Background: an optimization exercise with open tools, aiming at small area, a short achievable clock period and few clock cycles per item. Do not read the settings as production practice.
The RTL was checked by simulation tests, not by an equivalence proof against the original design.
Power and IR drop assume default switching activity.

garnet:
==> flow/design.v (excerpt) <==
module pu_fabric #(
    parameter int BUS_STAGES = pu_pkg::BUS_STAGES_DEF,
    parameter int NEIGH_STAGES = pu_pkg::NEIGH_STAGES_DEF,
    parameter int WR_DEPTH = pu_pkg::WR_DEPTH_DEF,
    parameter int RD_DEPTH = pu_pkg::RD_DEPTH_DEF
) (
    input  wire logic             clk,
    input  wire logic             rstn,
    input  wire pu_pkg::pe_mask_t dest_valid,
    input  wire logic [pu_pkg::NUM_PE*pu_pkg::LOG_NUM_PE-1:0] dest_addr,
    input  wire logic [pu_pkg::NUM_PE*pu_pkg::DATA_LEN-1:0] dest_data,
    output pu_pkg::pe_mask_t      fifo_full,
    output pu_pkg::pe_mask_t      src_valid,
    output logic      [pu_pkg::NUM_PE*pu_pkg::DATA_LEN-1:0] src_data,
    input  wire pu_pkg::pe_mask_t src_rq,
    input  wire logic [pu_pkg::NUM_PE*pu_pkg::DATA_LEN-1:0] neigh_in,
    input  wire pu_pkg::pe_mask_t neigh_in_v,
    output logic      [pu_pkg::NUM_PE*pu_pkg::DATA_LEN-1:0] neigh_out,
    output pu_pkg::pe_mask_t      neigh_out_v,
    input  wire logic             start,
    input  wire logic             eoc,
    input  wire pu_pkg::pe_mask_t pe_eol,
    input  wire pu_pkg::pe_mask_t pe_eoi,
    output logic                  inst_eol,
    output logic                  eoi_pu
);
For scale: ~400 flip-flops, ~610 I/O pins, ~23000 um2 of cells after synthesis.
==> module bus_order, before the edit <==
module bus_order (
    input  wire pu_pkg::pe_mask_t grant,
    input  wire logic             src_valid,
    input  wire pu_pkg::pe_addr_t ptr,
    output pu_pkg::pe_addr_t      start,
    output pu_pkg::pe_mask_t      upper
);
    pu_pkg::pe_addr_t after_grant;
    always_comb begin
        after_grant = '0;
        for (int s = 0; s < pu_pkg::NUM_PE; s++) begin
            if (grant[(s + pu_pkg::NUM_PE - 1) % pu_pkg::NUM_PE]) after_grant = after_grant | pu_pkg::pe_addr_t'(s);
        end
        start = src_valid ? after_grant : ptr;
        for (int s = 0; s < pu_pkg::NUM_PE; s++) begin
            upper[s] = (pu_pkg::pe_addr_t'(s) >= start);
        end
    end
endmodule
==> module bus_choice, before the edit <==
module bus_choice (
    input  wire logic             clk,
    input  wire logic             rstn,
    input  wire pu_pkg::pe_mask_t req,
    input  wire logic             src_rq,
    output pu_pkg::pe_mask_t      grant,
    output logic                  src_valid
);
    localparam int NP = pu_pkg::NUM_PE;
    pu_pkg::pe_addr_t ptr;
    pu_pkg::pe_addr_t start;
    pu_pkg::pe_mask_t upper;
    bus_order order_inst (
        .grant     (grant),
        .src_valid (src_valid),
        .ptr       (ptr),
        .start     (start),
        .upper     (upper)
    );
    pu_pkg::pe_mask_t hi;
    pu_pkg::pe_mask_t first_hi;
    pu_pkg::pe_mask_t first_all;
    pu_pkg::pe_mask_t gnt;
    logic             below_hi;
    logic             below_all;
    logic             keep;
    always_comb begin
        hi = req & upper;
        below_hi = 1'b0;
        below_all = 1'b0;
        for (int s = 0; s < NP; s++) begin
            first_hi[s] = hi[s] && !below_hi;
            first_all[s] = req[s] && !below_all;
            below_hi = below_hi || hi[s];
            below_all = below_all || req[s];
        end
        gnt = below_hi ? first_hi : first_all;
        keep = src_valid && !src_rq;
    end
    always_ff @(posedge clk or negedge rstn) begin
        if (!rstn) begin
            ptr <= '0;
            src_valid <= 1'b0;
        end else begin
            ptr <= start;
            src_valid <= keep || below_all;
        end
    end
    always_ff @(posedge clk) begin
        if (!keep) begin
            grant <= gnt;
        end
    end
endmodule
Settings: LEC_CHECK=0, CAP_MARGIN=20, CORE_MARGIN=2, CORE_UTILIZATION=40, CTS_BUF_LIST=sky130_fd_sc_hd__clkbuf_8 sky130_fd_sc_hd__clkbuf_16, CTS_CLUSTER_DIAMETER=60, CTS_CLUSTER_SIZE=20, PLACE_DENSITY=0.45, SETUP_SLACK_MARGIN=3.05, SLEW_MARGIN=20, SYNTH_HIERARCHICAL=1, BUFFER_PORTS_ARGS=-buffer_cell sky130_fd_sc_hd__buf_1; clock period 6.5 ns.
standard.sh (not shown) runs the stock make flow with config.mk's settings and CLKGATE_MAP_FILE= SYNTH_SCRIPT=/design/flow/synth_recipe.tcl, a recipe that flattens the netlist after the stock synthesis.
==> flow/flow/run.sh <==
#!/bin/bash
set -o pipefail
cp standard.sh standard_copy.txt 2>/dev/null
echo "export BUFFER_PORTS_ARGS = -buffer_cell sky130_fd_sc_hd__buf_1" >> config.mk
bash standard.sh > standard.log 2>&1
garnet ran to completion and came out clean on the timing, design-rule and antenna checks.
Testbench counts of garnet, summed over its fixed seeds: cycles 887, words 4,096.
Inputs modified between garnet and xenon:
--- a/flow/design.v
+++ b/flow/design.v
@@ -78,29 +78,10 @@
     end
 endmodule
 `default_nettype wire
 `timescale 1ns/1ps
 `default_nettype none
-module bus_order (
-    input  wire pu_pkg::pe_mask_t grant,
-    input  wire logic             src_valid,
-    input  wire pu_pkg::pe_addr_t ptr,
-    output pu_pkg::pe_addr_t      start,
-    output pu_pkg::pe_mask_t      upper
-);
-    pu_pkg::pe_addr_t after_grant;
-    always_comb begin
-        after_grant = '0;
-        for (int s = 0; s < pu_pkg::NUM_PE; s++) begin
-            if (grant[(s + pu_pkg::NUM_PE - 1) % pu_pkg::NUM_PE]) after_grant = after_grant | pu_pkg::pe_addr_t'(s);
-        end
-        start = src_valid ? after_grant : ptr;
-        for (int s = 0; s < pu_pkg::NUM_PE; s++) begin
-            upper[s] = (pu_pkg::pe_addr_t'(s) >= start);
-        end
-    end
-endmodule
 module bus_choice (
     input  wire logic             clk,
     input  wire logic             rstn,
     input  wire pu_pkg::pe_mask_t req,
     input  wire logic             src_rq,
@@ -108,26 +89,30 @@
     output logic                  src_valid
 );
     localparam int NP = pu_pkg::NUM_PE;
     pu_pkg::pe_addr_t ptr;
     pu_pkg::pe_addr_t start;
+    pu_pkg::pe_addr_t after_grant;
+    always_comb begin
+        after_grant = '0;
+        for (int s = 0; s < NP; s++) begin
+            if (grant[(s + NP - 1) % NP]) after_grant = after_grant | pu_pkg::pe_addr_t'(s);
+        end
+        start = src_valid ? after_grant : ptr;
+    end
     pu_pkg::pe_mask_t upper;
-    bus_order order_inst (
-        .grant     (grant),
-        .src_valid (src_valid),
-        .ptr       (ptr),
-        .start     (start),
-        .upper     (upper)
-    );
     pu_pkg::pe_mask_t hi;
     pu_pkg::pe_mask_t first_hi;
     pu_pkg::pe_mask_t first_all;
     pu_pkg::pe_mask_t gnt;
     logic             below_hi;
     logic             below_all;
     logic             keep;
     always_comb begin
+        for (int s = 0; s < NP; s++) begin
+            upper[s] = (pu_pkg::pe_addr_t'(s) >= start);
+        end
         hi = req & upper;
         below_hi = 1'b0;
         below_all = 1'b0;
         for (int s = 0; s < NP; s++) begin
             first_hi[s] = hi[s] && !below_hi;
Results
xenon went all the way through the flow, and no timing, DRC or antenna check failed. Re sequential cell count: no difference whatsoever between garnet and xenon. Changes observed in xenon relative to garnet: smallest setup slack after layout went down 0.044 ns, number of nets in the final layout held. Of garnet and xenon, the run reporting the lower placed cell area was garnet. In the metrics for garnet and xenon, the one carrying the lower clock buffer count from CTS is xenon. Between garnet and xenon, cell leakage power increased. Compare garnet and xenon | total power lower: garnet. As of xenon, detail-routed net length per standard cell had risen by a few percent compared to garnet. Comparing garnet and xenon, the lower met3 routing resource usage after global routing is on xenon. The normalized max-slew margin of xenon exceeds that of garnet by 0.42 points.
Testbench counts of xenon, summed over its fixed seeds: cycles 887, words 4,096.

## static timing again, ports no longer ideal
The results above use ideal ports. As a check the final layouts listed here were re-extracted and re-timed, cells and wires unchanged. Step 1 assumes that a clkbuf_16 drives the clock port and a buf_2 every other input. Step 2 adds t to the input delays and takes it off the output delays; t is the mean of the earliest and latest rising clock arrival at the registers after step 1. Input paths then give back, and output paths get back, about the clock's delay inside the block. a / b / c = ideal ports / drivers / drivers and shift; a / b = the first two.
| run | t (ns) | setup WS [ns] | worst setup path at the end | worst data-port slew with drivers (ns) |
|---|---|---|---|---|
| garnet | 0.626 | 3.051 / 2.948 / 2.478 | input to register | 0.20 |
| xenon | 0.662 | 3.007 / 2.912 / 2.417 | input to register | 0.17 |
After both steps setup and hold are still met in every run listed. The setup slack of xenon, which loses most, moves by -0.095 ns with the drivers and by -0.590 ns with both steps.
